This design comes from an exercise in tuning for small area on the open sky130 flow, not from production work. In this exercise RTL edits were held to simulation tests only and were not proved equivalent to the original. Power figures rest on the tool's default switching activity, not on a simulated workload.

Design motor_channel, start of the top module:
module motor_channel
(
	input  wire                             fpga_clk_50,
	input  wire                             hps_fpga_reset_n,
	input  wire [1:0]                       enc,       
	input  wire                             cmd_req,
	input  wire [60:0]                      cmd,       
	output logic                            cmd_ack,
	output logic signed [32-1:0]   count,
	output logic signed [16-1:0]   speed,
	output logic [8-1:0]           duty,
	output logic                            fwd,
	output logic                            rev,
	output logic                            pwm
);
export LEC_CHECK = 0
export CAP_MARGIN = 20
export CORE_MARGIN = 2
export CORE_UTILIZATION = 40
export CTS_BUF_LIST = sky130_fd_sc_hd__clkbuf_16
export CTS_CLUSTER_DIAMETER = 80
export CTS_CLUSTER_SIZE = 30
export SLEW_MARGIN = 20
create_clock -name core_clock -period 20.0 [get_ports {fpga_clk_50}]
standard.sh (not shown) runs the stock make flow with config.mk's settings and CLKGATE_MAP_FILE= SYNTH_SCRIPT=/design/flow/synth_recipe.tcl, a recipe that flattens the netlist after the stock synthesis.
==> flow/flow/run.sh <==
#!/bin/bash
# standard layout, with the port buffers made of the smallest buffer cell
export BUFFER_PORTS_ARGS="-buffer_cell sky130_fd_sc_hd__buf_1"
export CTS_ARGS="-sink_clustering_enable -repair_clock_nets -dont_use_dummy_load -buf_list sky130_fd_sc_hd__clkbuf_4 -sink_clustering_buffer sky130_fd_sc_hd__clkbuf_16 -sink_clustering_size 35 -sink_clustering_max_diameter 90"
bash standard.sh > standard.log 2>&1
The baseline ran to the end with no violations.
Then changed:
==> flow/flow/run.sh (replaced) <==
#!/bin/bash
# standard layout, with the port buffers made of the smallest buffer cell
export BUFFER_PORTS_ARGS="-buffer_cell sky130_fd_sc_hd__buf_1"
export CTS_ARGS="-sink_clustering_enable -repair_clock_nets -dont_use_dummy_load -buf_list sky130_fd_sc_hd__clkbuf_4 -sink_clustering_buffer sky130_fd_sc_hd__clkbuf_16 -sink_clustering_size 34 -sink_clustering_max_diameter 70"
bash standard.sh > standard.log 2>&1
Worst setup slack degrades by 0.051 ns.
Fmax fell by 0.37%.
Register-to-register slack got worse by 0.05 ns.
Then changed:
==> flow/flow/run.sh (replaced) <==
#!/bin/bash
# standard layout, with the port buffers made of the smallest buffer cell
export BUFFER_PORTS_ARGS="-buffer_cell sky130_fd_sc_hd__buf_1"
export CTS_ARGS="-sink_clustering_enable -repair_clock_nets -dont_use_dummy_load -buf_list sky130_fd_sc_hd__clkbuf_4 -sink_clustering_buffer sky130_fd_sc_hd__clkbuf_16 -sink_clustering_size 30 -sink_clustering_max_diameter 80"
bash standard.sh > standard.log 2>&1
The new run completed with no timing, DRC or antenna violations; non-clock buffer count is unchanged; cell area is lower slightly; via count is about the same; total power is lower by a few percent.
Then changed:
==> flow/flow/run.sh (replaced) <==
#!/bin/bash
# standard layout, with the port buffers made of the smallest buffer cell
export BUFFER_PORTS_ARGS="-buffer_cell sky130_fd_sc_hd__buf_1"
export CTS_ARGS="-sink_clustering_enable -repair_clock_nets -buf_list sky130_fd_sc_hd__clkbuf_8 -sink_clustering_size 20 -sink_clustering_max_diameter 60 -dont_use_dummy_load"
bash standard.sh > standard.log 2>&1
Result: The new run produced a clean layout; die area stays the same; area after synthesis stays the same; count of clock-buffer cells in the layout rises by 9; sequential power is about the same; cell count is higher by 0.57%; sequential cell count is unchanged; total power shrinks by 0.37%; cell area is about the same; core utilization stays flat; global-route usage came out higher by 0.14 points.
Then changed:
==> flow/flow/run.sh (replaced) <==
#!/bin/bash
# standard layout, with the port buffers made of the smallest buffer cell
export BUFFER_PORTS_ARGS="-buffer_cell sky130_fd_sc_hd__buf_1"
export CTS_ARGS="-sink_clustering_enable -repair_clock_nets -buf_list {sky130_fd_sc_hd__clkbuf_4 sky130_fd_sc_hd__clkbuf_8 sky130_fd_sc_hd__clkbuf_16} -sink_clustering_size 30 -sink_clustering_max_diameter 80 -dont_use_dummy_load"
bash standard.sh > standard.log 2>&1
Routed wire length went down by 0.81%. First-iteration DRC count went down by 12%. Synthesized area stays the same. Worst setup slack got worse by 0.036 ns. Total power went up by 3.3%. Global-route usage is about the same.

motor_channel, a different RTL version from the one above (not shown whole).
For scale: roughly 270 flip-flops, about 11000 um2 of cells after synthesis.
clock: 20.0 ns
lec_check: 0
cap_margin: 20
core_margin: 2
core_utilization: 55
place_density: 0.7
slew_margin: 20
==> flow/flow/run.sh <==
#!/bin/bash
# standard layout, with the port buffers made of the smallest buffer cell
export BUFFER_PORTS_ARGS="-buffer_cell sky130_fd_sc_hd__buf_1"
export CTS_ARGS="-sink_clustering_enable -repair_clock_nets -dont_use_dummy_load -buf_list sky130_fd_sc_hd__clkbuf_4 -sink_clustering_buffer sky130_fd_sc_hd__clkbuf_16 -sink_clustering_size 30 -sink_clustering_max_diameter 80"
bash standard.sh > standard.log 2>&1
==> next run, changes <==
CORE_UTILIZATION = 40   (was 55)
CTS_BUF_LIST = sky130_fd_sc_hd__clkbuf_16   (was default)
CTS_CLUSTER_DIAMETER = 80   (was default)
CTS_CLUSTER_SIZE = 30   (was default)
PLACE_DENSITY = default   (was 0.7)
The changed run ran to the end with no violations.
Clock power rose slightly.
Final cell count rose by a few percent.
Power rose slightly.
Count of clock-buffer cells in the layout does not change.
Wire length rose by a few percent.
Fmax rose slightly.
==> next run, changes <==
CORE_UTILIZATION = 65   (was 40)
CTS_BUF_LIST = default   (was sky130_fd_sc_hd__clkbuf_16)
CTS_CLUSTER_DIAMETER = default   (was 80)
CTS_CLUSTER_SIZE = default   (was 30)
PLACE_DENSITY = 0.8   (was default)
- The changed run ran to the end with no violations
- final cell count drops by 10%
- first-iteration DRC count climbs by about 24%
- global-route usage climbs by 9.0 points
- total power drops by 1.4%
- design area drops by 1.5%
- area after synthesis is unchanged
- core utilization climbs by 28 points
- fmax drops by 2.4%
- clock skew drops by 0.045 ns

== run 1 ==
motor_channel with an RTL version that a note above also has.
Size: about 910 cells after synthesis, about 270 flip-flops, about 130 I/O pins, roughly 11000 um^2 of cells after synthesis.
Settings: LEC_CHECK=0, CAP_MARGIN=20, CORE_MARGIN=2, CORE_UTILIZATION=40, CTS_BUF_LIST=sky130_fd_sc_hd__clkbuf_16, CTS_CLUSTER_DIAMETER=80, CTS_CLUSTER_SIZE=30, SLEW_MARGIN=20; clock period 20.0 ns.
==> flow/flow/run.sh <==
#!/bin/bash
# standard layout, with the port buffers made of the smallest buffer cell
export BUFFER_PORTS_ARGS="-buffer_cell sky130_fd_sc_hd__buf_1"
export CTS_ARGS="-sink_clustering_enable -repair_clock_nets -dont_use_dummy_load -buf_list sky130_fd_sc_hd__clkbuf_4 -sink_clustering_buffer sky130_fd_sc_hd__clkbuf_8 -sink_clustering_size 18 -sink_clustering_max_diameter 55"
bash standard.sh > standard.log 2>&1
Run 1 was carried through to the last stage, and its layout satisfied the timing, design-rule and antenna checks.
Input-level comparison between run 2 and run 1:
- CAP_MARGIN changed from 20 to 0
- SLEW_MARGIN changed from 20 to 0
==> flow/flow/run.sh <==
#!/bin/bash
# standard layout, with the port buffers made of the smallest buffer cell
export BUFFER_PORTS_ARGS="-buffer_cell sky130_fd_sc_hd__buf_1"

bash standard.sh > standard.log 2>&1
[summary]
All of run 2 and run 1 finish clean. Diff run 2 and run 1: final hold slack higher in run 2. Side by side, fraction of area in multi-input gates turned out lower in run 2 than in run 1. Comparing routed wire length for run 2 and run 1, the bigger number came from run 1. Portion of total power attributed to combinational logic in run 2 vs run 1: down 0.3 points. Looking at number of antenna diodes, run 2 sits 1 lower than run 1 does. Run 1 → run 2: total leakage power now larger; worst-case vdd ir drop now larger.
#### Input delta (run 3 over run 2)
- a change of CAP_MARGIN from 0 to 20
- a change of SLEW_MARGIN from 0 to 20
==> flow/flow/run.sh <==
#!/bin/bash
# standard layout, with the port buffers made of the smallest buffer cell
export BUFFER_PORTS_ARGS="-buffer_cell sky130_fd_sc_hd__buf_1"
export CTS_ARGS="-sink_clustering_enable -repair_clock_nets -dont_use_dummy_load -buf_list sky130_fd_sc_hd__clkbuf_4 -sink_clustering_buffer sky130_fd_sc_hd__clkbuf_8 -sink_clustering_size 20 -sink_clustering_max_diameter 60"
bash standard.sh > standard.log 2>&1
## What came out
Run 2 ended with every stage complete and zero timing, DRC or antenna violations. Looking at the reports, run 3 completed the entire flow and the layout it produced met the timing, design-rule and antenna checks. Compare run 2 and run 3 | final-layout worst hold slack higher: run 2. Side by side, sequential share of layout area turned out higher in run 3 than in run 2. Layout clock buffer count: run 3 > run 2.
Changes in run 4 relative to run 3:
==> flow/flow/run.sh <==
#!/bin/bash
# standard layout, with the port buffers made of the smallest buffer cell
cp standard.sh standard_copy.txt
export BUFFER_PORTS_ARGS="-buffer_cell sky130_fd_sc_hd__buf_1"
bash standard.sh > standard.log 2>&1
==> notes.md <==
Taking run 3 as the reference point, the sequential share of layout area of run 4 falls by 0.86 points.
Worst hold slack, run 4 and run 3, lower one = run 3.
From run 3 to run 4 the numbers moved as follows: post-route total power went up, multiplexer fraction of the synthesized cell area closely matched the old numbers.
Diff run 3 -> run 4 | routed wire length | decrease of 140 um
For run 5, these inputs were changed with respect to run 4:
==> flow/flow/run.sh <==
#!/bin/bash
# standard layout, with the port buffers made of the smallest buffer cell
export BUFFER_PORTS_ARGS="-buffer_cell sky130_fd_sc_hd__buf_1"
export CTS_ARGS="-sink_clustering_enable -repair_clock_nets -buf_list sky130_fd_sc_hd__clkbuf_16 -sink_clustering_size 30 -sink_clustering_max_diameter 80 -dont_use_dummy_load"
bash standard.sh > standard.log 2>&1
[summary]
Compared run 4 against run 5; global-route usage over all layers within noise.
Looking at total power, run 5 sits 0.000048 W lower than run 4 does.
On post-route clock period utilization, run 5 tracks run 4 almost exactly.
Comparing via total after detailed routing for run 5 and run 4, the bigger number came from run 4.
The higher first-iteration DRC count came out of run 4.
Final critical path time including I/O delays and setup: run 5 better than run 4
Run 4 → run 5: clock transition at the register clock pins on the worst setup and hold paths after CTS dropped 0.02 ns, count of clock-buffer cells in the layout dropped 1.

Setup of alpha:
Another version of the RTL of motor_channel (not shown whole).
Size in the first run: ~780 cells after synthesis, roughly 270 flip-flops, about 130 I/O pins, ~11000 um2 of cells after synthesis.
clock: 20.0 ns
lec_check: 0
cap_margin: 20
core_margin: 2
core_utilization: 65
place_density: 0.8
slew_margin: 20
==> flow/flow/run.sh <==
#!/bin/bash
# standard layout, with the port buffers made of the smallest buffer cell
export BUFFER_PORTS_ARGS="-buffer_cell sky130_fd_sc_hd__buf_1"
export CTS_ARGS="-sink_clustering_enable -repair_clock_nets -dont_use_dummy_load -buf_list sky130_fd_sc_hd__clkbuf_4 -sink_clustering_buffer sky130_fd_sc_hd__clkbuf_16 -sink_clustering_size 30 -sink_clustering_max_diameter 80"
bash standard.sh > standard.log 2>&1
The final layout from alpha, which completed every stage, passed the timing, design-rule and antenna checks at the end of the flow.
Modified inputs, beta compared to alpha
# alpha
export LEC_CHECK = 0
export CAP_MARGIN = 20
export CORE_MARGIN = 2
export CORE_UTILIZATION = 65
export PLACE_DENSITY = 0.8
export SLEW_MARGIN = 20
create_clock -name core_clock -period 20.0 [get_ports {fpga_clk_50}]
# beta
export LEC_CHECK = 0
export CAP_MARGIN = 20
export CORE_MARGIN = 2
export CORE_UTILIZATION = 75
export PLACE_DENSITY = 0.85
export SLEW_MARGIN = 20
create_clock -name core_clock -period 20.0 [get_ports {fpga_clk_50}]
==> flow/flow/run.sh <==
#!/bin/bash
# standard layout, with the port buffers made of the smallest buffer cell
export BUFFER_PORTS_ARGS="-buffer_cell sky130_fd_sc_hd__buf_1"
export CTS_ARGS="-sink_clustering_enable -repair_clock_nets -dont_use_dummy_load -buf_list sky130_fd_sc_hd__clkbuf_4 -sink_clustering_buffer sky130_fd_sc_hd__clkbuf_16 -sink_clustering_size 34 -sink_clustering_max_diameter 70"
bash standard.sh > standard.log 2>&1
--- outcome ---
Taking beta as 1.0, alpha lands at 1.3 on maximum number of pins on one net before global-route repair.
Summary of beta over alpha: fmax now sits lower; post-detailed-routing wire length higher; core utilization increased by 10 points relative to the old numbers; fraction of the cycle the final worst path needs grew by 0.27 points; sequential share of cell area went up.
Looking at number of non-filler instances in the completed layout, beta sits about 3.3% lower than alpha does.
Compared with alpha, beta shows total power of the final layout higher by about 0.44%.
On hold slack: between alpha and beta, it ends up higher for alpha.
beta vs alpha: length of routed wiring on met1 up slightly
Comparing alpha with beta, the total of flip-flops plus latches after synthesis came out essentially unchanged.
Input changes introduced in gamma (baseline for comparison: beta):
# beta
export LEC_CHECK = 0
export CAP_MARGIN = 20
export CORE_MARGIN = 2
export CORE_UTILIZATION = 75
export PLACE_DENSITY = 0.85
export SLEW_MARGIN = 20
create_clock -name core_clock -period 20.0 [get_ports {fpga_clk_50}]
# gamma
export LEC_CHECK = 0
export CAP_MARGIN = 20
export CORE_MARGIN = 2
export CORE_UTILIZATION = 65
export PLACE_DENSITY = 0.8
export SLEW_MARGIN = 20
create_clock -name core_clock -period 20.0 [get_ports {fpga_clk_50}]
==> flow/flow/run.sh <==
#!/bin/bash
# standard layout, with the port buffers made of the smallest buffer cell
export BUFFER_PORTS_ARGS="-buffer_cell sky130_fd_sc_hd__buf_1"
export CTS_ARGS="-sink_clustering_enable -repair_clock_nets -dont_use_dummy_load -buf_list sky130_fd_sc_hd__clkbuf_4 -sink_clustering_buffer sky130_fd_sc_hd__clkbuf_16 -sink_clustering_size 35 -sink_clustering_max_diameter 70"
bash standard.sh > standard.log 2>&1
==> notes.md <==
- Slack of the worst reg-to-reg path in gamma is 0.02 ns lower than in beta
- gamma vs beta: clock tree cell share of total cell area up in gamma
- Fmax essentially unchanged between beta and gamma.
- Compare gamma and beta | layout-stage area growth over the synthesis result higher: gamma
- Summary of gamma over beta: clock network power share now larger, setup slack after placement shows an increase of 0.064 ns.
- When the final numbers for gamma and beta were put side by side, the relative contribution of sequential cells to total power turned out to be greater in beta.
- Changes observed in gamma relative to beta: share of the final layout cell area in sequential cells now sits lower; combined flip-flop and latch cell area neither gained nor lost much.
- In gamma the area of all placed cells without fillers turned out about 0.7% higher than in beta.
For delta, these inputs were changed with respect to gamma:
# gamma
export LEC_CHECK = 0
export CAP_MARGIN = 20
export CORE_MARGIN = 2
export CORE_UTILIZATION = 65
export PLACE_DENSITY = 0.8
export SLEW_MARGIN = 20
create_clock -name core_clock -period 20.0 [get_ports {fpga_clk_50}]
# delta
export LEC_CHECK = 0
export CAP_MARGIN = 20
export CORE_MARGIN = 2
export CORE_UTILIZATION = 40
export CTS_BUF_LIST = sky130_fd_sc_hd__clkbuf_16
export CTS_CLUSTER_DIAMETER = 80
export CTS_CLUSTER_SIZE = 30
export SLEW_MARGIN = 20
create_clock -name core_clock -period 20.0 [get_ports {fpga_clk_50}]
==> flow/flow/run.sh <==
#!/bin/bash
# standard layout, with the port buffers made of the smallest buffer cell
export BUFFER_PORTS_ARGS="-buffer_cell sky130_fd_sc_hd__buf_1"
export CTS_ARGS="-sink_clustering_enable -repair_clock_nets -dont_use_dummy_load -buf_list sky130_fd_sc_hd__clkbuf_4 -sink_clustering_buffer sky130_fd_sc_hd__clkbuf_16 -sink_clustering_size 30 -sink_clustering_max_diameter 80"
bash standard.sh > standard.log 2>&1
## What came out
Core region area (delta vs. gamma) increases by more than half. Diff delta and gamma: switching portion of total power higher in delta. Worst IR drop on VDD was higher in the run labelled delta. When the final numbers for delta and gamma were put side by side, the sequential share of layout area turned out to be smaller in delta. Going from gamma to delta, leakage power summed over all cells shows no meaningful change; final-layout clock buffer total shows no meaningful change. Depth of the critical timing path with buffers and inverters included, delta and gamma: lower on delta. Area after synthesis of gamma is on par with delta. For the setup slack, delta came in 0.47 ns higher than gamma did. Measured against each other, delta and gamma differ in overall power of the completed layout, the higher figure coming from delta.

## raven
Another version of the RTL of motor_channel (not shown whole).
For scale: about 760 cells after synthesis, about 270 flip-flops.
==> flow/design.v (excerpt) <==
module motor_channel
(
	input  wire                             fpga_clk_50,
	input  wire                             hps_fpga_reset_n,
	input  wire [1:0]                       enc,       
	input  wire                             cmd_req,
	input  wire [60:0]                      cmd,       
	output logic                            cmd_ack,
	output logic signed [32-1:0]   count,
	output logic signed [16-1:0]   speed,
	output logic [8-1:0]           duty,
	output logic                            fwd,
	output logic                            rev,
	output logic                            pwm
);
	motor_pkg::quad_t      enc_in;
	motor_pkg::ctrl_cmd_t  cmd_in;
	motor_pkg::quad_t      enc_clean;
	logic                  inc, dec;
	logic [11:0]           tick;
	logic signed [9:0]     speed_s;
	logic                  armed;
	logic [7:0]            sp_rpm;
	logic [1:0]            sp_dir;
	logic [17-1:0] kp, ki, kd;
	logic                  gv;
	assign enc_in = enc;
	assign cmd_in = cmd;
	assign speed = {{(16-10){speed_s[9]}}, speed_s};
	quad_debounce u_quad_debounce (
		.fpga_clk_50 (fpga_clk_50), .hps_fpga_reset_n (hps_fpga_reset_n),
		.enc (enc_in), .enc_clean (enc_clean)
	);
	quad_decoder u_quad_decoder (
		.fpga_clk_50 (fpga_clk_50), .hps_fpga_reset_n (hps_fpga_reset_n),
		.enc_clean (enc_clean), .count (count), .inc (inc), .dec (dec)
	);
  ...
clock: 20.0 ns
lec_check: 0
cap_margin: 20
core_margin: 2
core_utilization: 65
place_density: 0.8
slew_margin: 20
==> flow/flow/run.sh <==
#!/bin/bash
# standard layout, with the port buffers made of the smallest buffer cell
export BUFFER_PORTS_ARGS="-buffer_cell sky130_fd_sc_hd__buf_1"
export CTS_ARGS="-sink_clustering_enable -repair_clock_nets -dont_use_dummy_load -buf_list sky130_fd_sc_hd__clkbuf_4 -sink_clustering_buffer sky130_fd_sc_hd__clkbuf_8 -sink_clustering_size 20 -sink_clustering_max_diameter 45"
bash standard.sh > standard.log 2>&1
Relative to raven, the following input files were edited for tundra:
==> flow/flow/run.sh <==
#!/bin/bash
# standard layout, with the port buffers made of the smallest buffer cell
export BUFFER_PORTS_ARGS="-buffer_cell sky130_fd_sc_hd__buf_1"
export CTS_ARGS="-sink_clustering_enable -repair_clock_nets -dont_use_dummy_load -buf_list sky130_fd_sc_hd__clkbuf_4 -sink_clustering_buffer sky130_fd_sc_hd__clkbuf_16 -sink_clustering_size 36 -sink_clustering_max_diameter 60"
bash standard.sh > standard.log 2>&1
Findings:
Compared with raven, in tundra cell area power density saw a decrease; sequential cell count of the final layout saw little to no change.
tundra finished every stage and its layout cleared the timing, design-rule and antenna checks.
Re final critical-path share of the clock period: tundra is 0.87 points up on raven.
Between raven and tundra, the flow reports total chip power decreasing slightly.
Vertical die dimension came out exactly the same in raven and tundra.
From raven to tundra the numbers moved as follows: worst slew margin relative to its limit increased by 1.8 points relative to the old numbers; clock-cell share of area down 0.34 points; overall routing resource usage picked up an extra 0.49 points.

what the ideal ports hide:
In the flow no input, the clock included, has a driving cell. The finished layouts below were timed again as built, in two steps. Step 1 assumes that a clkbuf_16 drives the clock port and a buf_2 every other input. Step 2 moves the port delays by t, midway between the first and last clock arrival at a register: inputs arrive t later, outputs are due t later. That takes back most of the time a late clock gives input paths. a / b / c = no drivers / after step 1 / after step 2; a / b = the first two.
run	t, ns	setup slack, ns	latest minus earliest clock arrival (ns)	worst data-port slew with drivers (ns)
the first run of note 1	0.677	6.223 / 6.223 / 6.223	0.092 / 0.092	0.03
the second run of note 1	0.744	6.172 / 6.172 / 6.172	0.085 / 0.085	0.03
the third run of note 1	0.679	6.200 / 6.200 / 6.200	0.069 / 0.069	0.03
the fourth run of note 1	0.569	6.233 / 6.233 / 6.233	0.069 / 0.070	0.03
the fifth run of note 1	0.519	6.197 / 6.197 / 6.197	0.076 / 0.076	0.03
the first run of note 2	0.670	6.415 / 6.415 / 6.415	0.044 / 0.043	0.04
the second run of note 2	0.688	6.629 / 6.629 / 6.629	0.086 / 0.086	0.07
the third run of note 2	0.656	6.307 / 6.307 / 6.307	0.039 / 0.040	0.05
run 1	0.720	6.197 / 6.197 / 6.197	0.047 / 0.047	0.03
run 2	0.532	6.191 / 6.191 / 6.191	0.033 / 0.033	0.03
run 3	0.709	6.228 / 6.228 / 6.228	0.079 / 0.079	0.03
run 4	0.532	6.191 / 6.191 / 6.191	0.033 / 0.033	0.03
run 5	0.519	6.197 / 6.197 / 6.197	0.076 / 0.076	0.03
alpha	0.632	6.093 / 6.093 / 6.093	0.069 / 0.070	0.04
beta	0.645	6.039 / 6.039 / 6.039	0.055 / 0.055	0.05
gamma	0.660	6.022 / 6.022 / 6.022	0.062 / 0.062	0.04
delta	0.681	6.489 / 6.489 / 6.489	0.079 / 0.078	0.05
raven	0.710	6.531 / 6.531 / 6.531	0.072 / 0.073	0.03
tundra	0.668	6.357 / 6.357 / 6.357	0.068 / 0.068	0.04
After both steps every run listed still meets setup and hold.
